Source: an optimization exercise on an open RTL-to-GDS flow (aim: small area, a short achievable clock period and few clock cycles). Production flows keep margins and buffers that such runs may drop.
Only simulation tests tie the RTL to the original design; equivalence was not proved.
Power and IR drop assume default switching activity.

build 42:
Design tag_store_top, start of the top module:
module tag_store_top (
  input  logic                   clk_i,
  input  logic                   rst_i,
  input  logic [(1 + 4 + $clog2(16) + 8 + 1)-1:0]   req_i,
  input  logic                   valid_i,
  output logic                   ready_o,
  input  logic [4-1:0]    lock_i,
  output logic [(4 + 2 + 8)-1:0]   res_o,
  output logic                   valid_o,
  input  logic                   ready_i
);
  localparam int QD = 4;    
  function automatic logic [3:0] victim_oh(input logic [3:0] elig,
                                           input logic [3:0] valid,
                                           input logic [1:0] ptr);
    logic [3:0] free, rot, r0, r1, r2, r3;
    free = elig & ~valid;
    r0 = elig[0] ? 4'b0001 : elig[1] ? 4'b0010 : elig[2] ? 4'b0100 : elig[3] ? 4'b1000 : 4'b0000;
    r1 = elig[1] ? 4'b0010 : elig[2] ? 4'b0100 : elig[3] ? 4'b1000 : elig[0] ? 4'b0001 : 4'b0000;
    r2 = elig[2] ? 4'b0100 : elig[3] ? 4'b1000 : elig[0] ? 4'b0001 : elig[1] ? 4'b0010 : 4'b0000;
    r3 = elig[3] ? 4'b1000 : elig[0] ? 4'b0001 : elig[1] ? 4'b0010 : elig[2] ? 4'b0100 : 4'b0000;
    case (ptr)
      2'd0:    rot = r0;
      2'd1:    rot = r1;
      2'd2:    rot = r2;
      default: rot = r3;
    endcase
    if (free[0])      victim_oh = 4'b0001;
    else if (free[1]) victim_oh = 4'b0010;
    else if (free[2]) victim_oh = 4'b0100;
    else if (free[3]) victim_oh = 4'b1000;
    else              victim_oh = rot;
  endfunction
  logic       rdy_q;
  logic [2:0] cnt_q;
  logic       accept;
  logic       pop;
  logic [2:0] cnt_next;
  assign accept   = valid_i & rdy_q;
  assign pop      = valid_o & ready_i;
  assign cnt_next = cnt_q + {2'b0, accept} - {2'b0, pop};
  always_ff @(posedge clk_i) begin
    if (rst_i) begin
      cnt_q <= '0;
      rdy_q <= 1'b1;
    end else begin
      cnt_q <= cnt_next;
      rdy_q <= cnt_next < 3'(QD);
    end
  end
  assign ready_o = rdy_q;
  logic        a_v;
  logic [17:0] a_req;
  logic [3:0]  a_lock;
  logic [15:0] a_sel;
  always_ff @(posedge clk_i) begin
    if (rst_i) a_v <= 1'b0;
    else       a_v <= accept;
    a_req  <= req_i;
    a_lock <= lock_i;
  ...
For scale: ~900 flip-flops, roughly 42 I/O pins, roughly 33000 sq um of cells after synthesis.
Settings: LEC_CHECK=0, ABC_CLOCK_PERIOD_IN_PS=2500, CAP_MARGIN=20, CORE_MARGIN=2, CORE_UTILIZATION=40, CTS_BUF_LIST=sky130_fd_sc_hd__clkbuf_16, CTS_CLUSTER_DIAMETER=80, CTS_CLUSTER_SIZE=30, SETUP_SLACK_MARGIN=4.5, SLEW_MARGIN=20; clock period 7.0 ns.
run.sh (not shown) runs the stock make flow with config.mk's settings and CLKGATE_MAP_FILE= SYNTH_SCRIPT=/design/flow/synth_recipe.tcl, a recipe that flattens the netlist after the stock synthesis.
Testbench counts of build 42, summed over its fixed seeds: cycles 12,024.
## Diff of input files: build 37 against build 42
-- flow/config.mk --
<<< build 42, line 14
export CTS_CLUSTER_SIZE = 30
export SETUP_SLACK_MARGIN = 4.5
export SLEW_MARGIN = 20
>>> build 37, line 14
export CTS_CLUSTER_SIZE = 30
export SETUP_SLACK_MARGIN = 4.55
export SLEW_MARGIN = 20
export TNS_END_PERCENT = 50
--- outcome ---
- NOTE via count normalized by instance count build 42->build 37 increased slightly
- Summary of build 37 over build 42: data arrival time of the worst path decreased by 0.02 ns relative to the old numbers, setup slack of the critical path after layout increased by 0.015 ns relative to the old numbers.
## Diff of input files: build 56 against build 37
-- flow/config.mk --
<<< build 37, line 14
export CTS_CLUSTER_SIZE = 30
export SETUP_SLACK_MARGIN = 4.55
export SLEW_MARGIN = 20
export TNS_END_PERCENT = 50
>>> build 56, line 14
export CTS_CLUSTER_SIZE = 30
export GPL_ROUTABILITY_DRIVEN = 0
export SETUP_SLACK_MARGIN = 4.5
export SLEW_MARGIN = 20
### Flow results
Build 56 closes out successfully: all stages finished, all timing, DRC and antenna checks passed. Logic gate share of total power ends up higher on build 37. Cmp build 37 and build 56 / growth of design area from synthesis to finish / lower: build 56. [build 56] total of clock buffers placed in the layout fell about 2.4% relative to build 37. Sort build 37 and build 56 by cell count, ascending, and build 56 comes first. In build 56, number of setup buffers added after CTS is lower than in build 37. Higher met2 track demand over resource was reported by build 56, not build 37. Re hold buffer count at cts: no difference whatsoever between build 37 and build 56. Setup slack: build 56 less than build 37. Build 37 and build 56 ended up with roughly the same count of multi-input combinational gates. Looking at clock skew, build 56 sits 0.0057 ns higher than build 37 does.
Inputs modified between build 56 and build 96:
-- flow/config.mk --
<<< build 56, line 14
export CTS_CLUSTER_SIZE = 30
export GPL_ROUTABILITY_DRIVEN = 0
export SETUP_SLACK_MARGIN = 4.5
export SLEW_MARGIN = 20
>>> build 96, line 14
export CTS_CLUSTER_SIZE = 30
export SETUP_SLACK_MARGIN = 4.3
export SLEW_MARGIN = 20
==> comparison <==
Relative to build 56, the global-route usage of build 96 is lower by 0.30 points.
| fmax | build 96 vs build 56 | worse |
Routed metal-1 wire length shrinks by a few percent when moving from build 56 to build 96.
Diff build 96..build 56 | share of final layout cell area taken by clock buffers and inverters | negligible
Hold slack: build 96 and build 56 compared, lower one is build 56
Of build 96 and build 56, build 96 shows the lower relative area change from synthesis to final layout, with build 56 above it.
Diff build 56..build 96 | critical path depth | unchanged
Between build 96 and build 56, cell area is lower for build 96, build 56 comes in above that.
Looking at build 96 and build 56, the flip-flop and latch power is a wash.

---

Another version of the RTL of tag_store_top (not shown whole).
Size in the first run: roughly 890 flip-flops, roughly 42 I/O pins, ~33000 um2 of cells after synthesis.
make LEC_CHECK=0 ABC_CLOCK_PERIOD_IN_PS=2500 CAP_MARGIN=20 CORE_MARGIN=2 CORE_UTILIZATION=40 CTS_BUF_LIST=sky130_fd_sc_hd__clkbuf_16 CTS_CLUSTER_DIAMETER=80 CTS_CLUSTER_SIZE=25 PLACE_DENSITY=0.7 SETUP_SLACK_MARGIN=4.55 SLEW_MARGIN=20 finish   # period 7.0 ns
The first run finished clean.
Testbench counts at the start, summed over its fixed seeds: cycles 12,024.
Next try:
CTS_CLUSTER_SIZE = 30   (was 25)
PLACE_DENSITY = default   (was 0.7)
SETUP_SLACK_MARGIN = 4.65   (was 4.55)
Outcome: Area after synthesis does not change; routed wire length is higher by 3.8%; die area does not change; via count is lower by 0.58%; critical path depth is lower by 1.
Next try:
CTS_CLUSTER_SIZE = 25   (was 30)
PLACE_DENSITY = 0.7   (was default)
SETUP_SLACK_MARGIN = 4.45   (was 4.65)
After rerunning: Cell count fell by about 4.3%. Wire length shrinks by about 9%. Worst hold slack stays flat. Core utilization goes down by 4.4 points. Cell area came out lower by 8.6%. Synthesized area does not change. Sequential power barely changes. Combinational power fell by about 20%. Critical path depth came out lower by 1. Register-to-register slack is better by 0.08 ns. Global-route usage falls by 1.9 points.
Next try:
CORE_UTILIZATION = 45   (was 40)
SETUP_SLACK_MARGIN = 4.5   (was 4.45)
Effect: The new run ran to the end with no violations; sequential power is about the same; sequential share of layout area fell by 1.1 points; utilization rose by 6.7 points; register-to-register slack got worse by 0.02 ns; setup slack got worse by 0.021 ns; clock skew fell by 0.0031 ns; die area fell by 11%; total power rose by 1.4%.

---

Setup of JK:
tag_store_top again, from the RTL that the note above started with.
Settings: LEC_CHECK=0, ABC_CLOCK_PERIOD_IN_PS=2500, CAP_MARGIN=20, CORE_MARGIN=2, CORE_UTILIZATION=35, CTS_BUF_LIST=sky130_fd_sc_hd__clkbuf_16, CTS_CLUSTER_DIAMETER=80, CTS_CLUSTER_SIZE=25, PLACE_DENSITY=0.7, SETUP_SLACK_MARGIN=4.5, SLEW_MARGIN=20; clock period 7.0 ns.
Testbench counts of JK, summed over its fixed seeds: cycles 12,024.
Input-level comparison between MS and JK:
- changing CORE_UTILIZATION from 35 to 40
- changing CTS_CLUSTER_SIZE from 25 to 30
- removing PLACE_DENSITY (formerly 0.7)
Notes after the runs:
- MS vs JK: average via count per standard cell up in MS
- Max freq JK -> MS: improved
- Compared with JK, MS shows a higher power.
- m_valid[13][0] as the capturing instance or port of the critical path was reported by JK, and m_valid[10][1] by MS.
- On cell area, MS and JK are neck and neck.
- Die: MS smaller than JK
- Number of antenna violations at the first check in global routing ended up 1 lower on MS than on JK.
For AL, these inputs were changed with respect to MS:
- an added PLACE_DENSITY of 0.7
- a change of CTS_BUF_LIST from sky130_fd_sc_hd__clkbuf_16 to sky130_fd_sc_hd__clkbuf_8 sky130_fd_sc_hd__clkbuf_16
- a change of CTS_CLUSTER_SIZE from 30 to 25
==> comparison <==
Clock group power improves in AL relative to MS. Summed area of non-filler cells in the final layout (AL over MS): increase, 0.41%. [AL vs MS] synthesis-to-layout area growth: higher in AL. Number of setup buffers added after CTS: AL < MS. Against MS, wire length in AL came out worse. Clock tree buffer count of the final layout went down by a few percent going from MS to AL.
Here is what was changed in the inputs of TR compared with AL.
- CTS_BUF_LIST now sky130_fd_sc_hd__clkbuf_16, was sky130_fd_sc_hd__clkbuf_8 sky130_fd_sc_hd__clkbuf_16
Notes after the runs:
AL → TR: area added between synthesis and finish has remained practically unchanged; length of routed met2 wiring now sits at about the same level.
Diff AL..TR | core utilization | unchanged
Comparing TR with AL, the via count came out essentially unchanged.
Full die area: TR vs AL identical
In terms of non-clock buffer count, AL and TR differ only marginally.
The clock network fraction of total power on TR is in line with that on AL.
Inputs modified between TR and PW:
- changing CTS_CLUSTER_DIAMETER from 80 to 70
- changing CTS_CLUSTER_SIZE from 25 to 28
### Flow results
- Both conditions hold for PW: the flow ran to the end and the final layout passed the timing, design-rule and antenna checks.
- Wire length ends up higher on PW.
- For TR, the worst setup path startpoint was b_same, unlike PW, where it was w_mod[3].
- Minimum clock period for PW: 5.0 ps down relative to TR
- TR and PW ended up with nearly the same via count normalized by instance count.
- Status: signed area change from the synthesized netlist to the final layout parity (TR, PW)
- On power dissipated in combinational cells, TR and PW are basically level.

---

tag_store_top, a different RTL version from the one above (not shown whole).
Size in the first run: about 2100 cells after synthesis, about 42 I/O pins, ~33000 um^2 of cells after synthesis.
Settings: LEC_CHECK=0, ABC_CLOCK_PERIOD_IN_PS=2500, CAP_MARGIN=20, CORE_MARGIN=2, CORE_UTILIZATION=50, CTS_BUF_LIST=sky130_fd_sc_hd__clkbuf_16, CTS_CLUSTER_DIAMETER=80, CTS_CLUSTER_SIZE=30, SETUP_SLACK_MARGIN=4.5, SLEW_MARGIN=20; clock period 7.0 ns.
The baseline produced a clean layout.
Testbench counts at the start, summed over its fixed seeds: cycles 12,024.
==> next run, changes <==
Settings changed: CORE_UTILIZATION 50 to 40, TNS_END_PERCENT set to 30.
=> Combinational power drops by a few percent; via count drops by a few percent; power drops slightly; core utilization drops by 12 points; worst setup slack got worse by 0.023 ns; design area drops slightly; sequential share of layout area climbs by 0.74 points; maximum frequency drops slightly.
==> next run, changes <==
Settings changed: TNS_END_PERCENT 30 to unset.
Sequential share of layout area came out lower by 1.9 points; cell count went up slightly; final area rises by a few percent.

---

Setup of run A:
RTL: one of the versions met above, not the one the previous note started from.
For scale: about 2100 cells after synthesis, about 890 flip-flops, about 42 I/O pins, roughly 0.033 sq mm of cells after synthesis.
clock: 7.0 ns
lec_check: 0
abc_clock_period_in_ps: 2500
cap_margin: 20
core_margin: 2
core_utilization: 40
cts_buf_list: sky130_fd_sc_hd__clkbuf_16
cts_cluster_diameter: 80
cts_cluster_size: 25
place_density: 0.65
setup_slack_margin: 4.5
slew_margin: 20
Testbench counts of run A, summed over its fixed seeds: cycles 12,024.
What run B does differently from run A at the input level:
Settings: clearing PLACE_DENSITY, which used to be 0.65; swapping 25 for 30 in CTS_CLUSTER_SIZE; swapping 4.5 for 4.4 in SETUP_SLACK_MARGIN.
Results
Wire length of the first global-routing pass (lower): run A. NOTE: final instance count without filler cells in run B exceeds that of run A. Comparing run A and run B, the lower first-iteration DRC count was measured on run B. In the tables for run A and run B, fraction of area in multi-input gates reads higher with run A. Going from run A to run B, post-synthesis to final-layout area growth shrinks by 0.29 points.
The following lists how run C was set up differently from run B:
Settings: a change of SETUP_SLACK_MARGIN from 4.4 to 4.5; an added TNS_END_PERCENT of 30.
Findings:
Global-route usage in run C vs run B: down 0.15 points
Between run B and run C, final non-filler cell area is higher for run C, run B comes in under that.
Diff run B..run C | area after synthesis | unchanged
Detailed-route wire length on metal 1 in run C is 1.5% lower than in run B
Of run B and run C, run B shows the lower setup slack of the critical path after layout, with run C above it.
Diff run B -> run C: critical-path maximum fanout dropped 6, power climbed 0.038 mW.
In the tables for run B and run C, non-clock buffer count reads lower with run B.
As far as clock latency at the later pin of the worst-skew pair is concerned, run B and run C perform about the same.
[compare] base=run B new=run C: maximum achievable frequency higher, wire length fell by about 1.7%.
--- input diff run C..run D ---
Settings: removing TNS_END_PERCENT (formerly 30); setting GPL_TIMING_DRIVEN to 0 for the first time.
Findings:
Status: worst slew margin relative to its limit parity (run D, run C)
Compared to run C, run D has via count of the first global-routing pass 643 higher.
Sequential share of layout area: run D and run C compared, higher one is run C
Run D ran to completion and came out clean on the timing, design-rule and antenna checks.
Of the two candidates, run C has the worse register-to-register slack and run D the better one.
Compared with run C, run D shows a lower multi-input gate share of the layout cell area.
Run D: cell count of the worst reg-to-reg path 7 above run C
Modified inputs, run E compared to run D
Settings: putting PLACE_DENSITY at 0.75 where nothing was set; clearing GPL_TIMING_DRIVEN, which used to be 0; swapping 30 for 25 in CTS_CLUSTER_SIZE.
==> run summary <==
Run E finished every step from synthesis to the final layout, and the layout passed the timing, design-rule and antenna checks. Run comparison: run E destination of the critical timing path m_dirty[11][1]; run D destination of the critical timing path rdy_q. ready_i as the origin of the worst setup path was reported by run D, and w_mod[0] by run E. Delta(number of ordinary inverters in the final layout, run E - run D) > 0. Run E: count of plain and timing-repair buffers is 43% lower than what run D reported. Lower wire length of the first global-routing pass was reported by run E, not run D. Looking at critical path class, the register to register result is from run E; the input port to register one comes from run D. Across both runs, worst IR drop on VDD was higher for run E than for run D.

---

RTL: one of the versions met above, not the one the previous note started from.
For scale: about 2100 cells after synthesis, roughly 890 flip-flops, about 42 I/O pins, about 0.033 sq mm of cells after synthesis.
export LEC_CHECK = 0
export ABC_CLOCK_PERIOD_IN_PS = 2500
export CAP_MARGIN = 20
export CORE_MARGIN = 2
export CORE_UTILIZATION = 40
export CTS_BUF_LIST = sky130_fd_sc_hd__clkbuf_8 sky130_fd_sc_hd__clkbuf_16
export CTS_CLUSTER_DIAMETER = 60
export CTS_CLUSTER_SIZE = 20
export SETUP_SLACK_MARGIN = 4.5
export SLEW_MARGIN = 20
export TNS_END_PERCENT = 30
create_clock -name core_clock -period 7.0 [get_ports {clk_i}]
Testbench counts at the start, summed over its fixed seeds: cycles 12,024.
==> next run, changes <==
- CTS_BUF_LIST: sky130_fd_sc_hd__clkbuf_8 sky130_fd_sc_hd__clkbuf_16 -> sky130_fd_sc_hd__clkbuf_16
- CTS_CLUSTER_DIAMETER: 60 -> 80
- CTS_CLUSTER_SIZE: 20 -> 25
The changed run ran to the end with no violations.
Total power is lower by 4.1%.
Global-route usage stays flat.
Synthesized area stays the same.
Sequential share of layout area came out higher by 0.62 points.
Clock-buffer cell count goes down by 13.
Final cell count shrinks by 0.71%.
==> next run, changes <==
- ABC_CLOCK_PERIOD_IN_PS: 2500 -> 2400
- CTS_CLUSTER_SIZE: 25 -> 30
- SETUP_SLACK_MARGIN: 4.5 -> 4.6
- TNS_END_PERCENT: 30 -> unset
Critical path depth went up by 4.
Wire length went up by about 1.4%.
Global-route usage went up by 0.90 points.
Cell area went up by 2.3%.
Sequential power is about the same.
Clock power went down by about 5%.
Worst hold slack improved by 0.037 ns.
Utilization went up by 1.1 points.
Non-clock buffer count went up by 45.

-- afterwards: timing with drivers on the ports --
How much do the figures lean on ideal ports? The routed layouts below were timed once more, with nothing changed but the port constraints. Step 1 sets driving cells, clkbuf_16 on the clock port and buf_2 on the other inputs (assumed; they add their load-dependent delay and slew). Step 2 adds t to the input delays and takes it off the output delays; t is the mean of the earliest and latest rising clock arrival at the registers after step 1. Input paths then give back, and output paths get back, about the clock's delay inside the block. a / b / c = no drivers / after step 1 / after step 2; a / b = the first two.
| run | t (ns) | setup WS [ns] | worst hold slack (ns) | latest minus earliest clock arrival (ns) | pins driven straight from the clock port |
|---|---|---|---|---|---|
| build 42 | 0.673 | 4.384 / 4.317 / 3.882 | 0.336 / 0.336 / 0.336 | 0.046 / 0.045 | 1 |
| build 37 | 0.671 | 4.398 / 4.332 / 3.883 | 0.341 / 0.341 / 0.341 | 0.038 / 0.038 | 1 |
| build 56 | 0.679 | 4.378 / 4.309 / 3.924 | 0.338 / 0.338 / 0.338 | 0.041 / 0.041 | 1 |
| build 96 | 0.666 | 4.347 / 4.278 / 3.768 | 0.345 / 0.345 / 0.345 | 0.032 / 0.032 | 1 |
| the first run of note 2 | 0.663 | 4.429 / 4.429 / 3.917 | 0.346 / 0.346 / 0.346 | 0.057 / 0.057 | 1 |
| the second run of note 2 | 0.688 | 4.404 / 4.404 / 3.948 | 0.342 / 0.342 / 0.342 | 0.049 / 0.049 | 1 |
| the third run of note 2 | 0.659 | 4.486 / 4.456 / 3.871 | 0.344 / 0.344 / 0.344 | 0.034 / 0.035 | 1 |
| the fourth run of note 2 | 0.668 | 4.465 / 4.460 / 3.852 | 0.309 / 0.309 / 0.309 | 0.033 / 0.032 | 1 |
| JK | 0.691 | 4.372 / 4.372 / 3.932 | 0.337 / 0.337 / 0.337 | 0.050 / 0.049 | 1 |
| MS | 0.673 | 4.498 / 4.439 / 3.866 | 0.359 / 0.359 / 0.359 | 0.055 / 0.055 | 1 |
| AL | 0.677 | 4.474 / 4.454 / 3.882 | 0.335 / 0.335 / 0.335 | 0.049 / 0.049 | 1 |
| TR | 0.677 | 4.474 / 4.454 / 3.882 | 0.335 / 0.335 / 0.335 | 0.049 / 0.049 | 1 |
| PW | 0.683 | 4.479 / 4.463 / 3.875 | 0.335 / 0.335 / 0.335 | 0.048 / 0.047 | 1 |
| the first run of note 4 | 0.672 | 4.421 / 4.421 / 3.926 | 0.336 / 0.336 / 0.336 | 0.039 / 0.039 | 1 |
| the second run of note 4 | 0.675 | 4.398 / 4.355 / 3.851 | 0.336 / 0.336 / 0.336 | 0.061 / 0.061 | 1 |
| the third run of note 4 | 0.661 | 4.467 / 4.452 / 3.937 | 0.374 / 0.374 / 0.374 | 0.073 / 0.073 | 1 |
| run A | 0.671 | 4.305 / 4.305 / 3.887 | 0.337 / 0.337 / 0.337 | 0.036 / 0.036 | 1 |
| run B | 0.677 | 4.305 / 4.305 / 3.853 | 0.351 / 0.351 / 0.351 | 0.047 / 0.048 | 1 |
| run C | 0.666 | 4.363 / 4.304 / 3.772 | 0.351 / 0.351 / 0.351 | 0.044 / 0.045 | 1 |
| run D | 0.667 | 4.376 / 4.398 / 3.731 | 0.335 / 0.335 / 0.335 | 0.043 / 0.042 | 1 |
| run E | 0.658 | 4.426 / 4.426 / 3.895 | 0.339 / 0.339 / 0.339 | 0.031 / 0.032 | 1 |
| the first run of note 6 | 0.714 | 4.401 / 4.401 / 3.730 | 0.331 / 0.331 / 0.331 | 0.040 / 0.040 | 1 |
| the second run of note 6 | 0.673 | 4.401 / 4.348 / 3.862 | 0.332 / 0.332 / 0.332 | 0.040 / 0.040 | 1 |
| the third run of note 6 | 0.663 | 4.491 / 4.441 / 3.942 | 0.369 / 0.369 / 0.369 | 0.060 / 0.060 | 1 |
After both steps setup and hold are still met in every run listed. The setup slack of the first run of note 6, which loses most, moves by 0.000 ns with the drivers and by -0.671 ns with both steps.
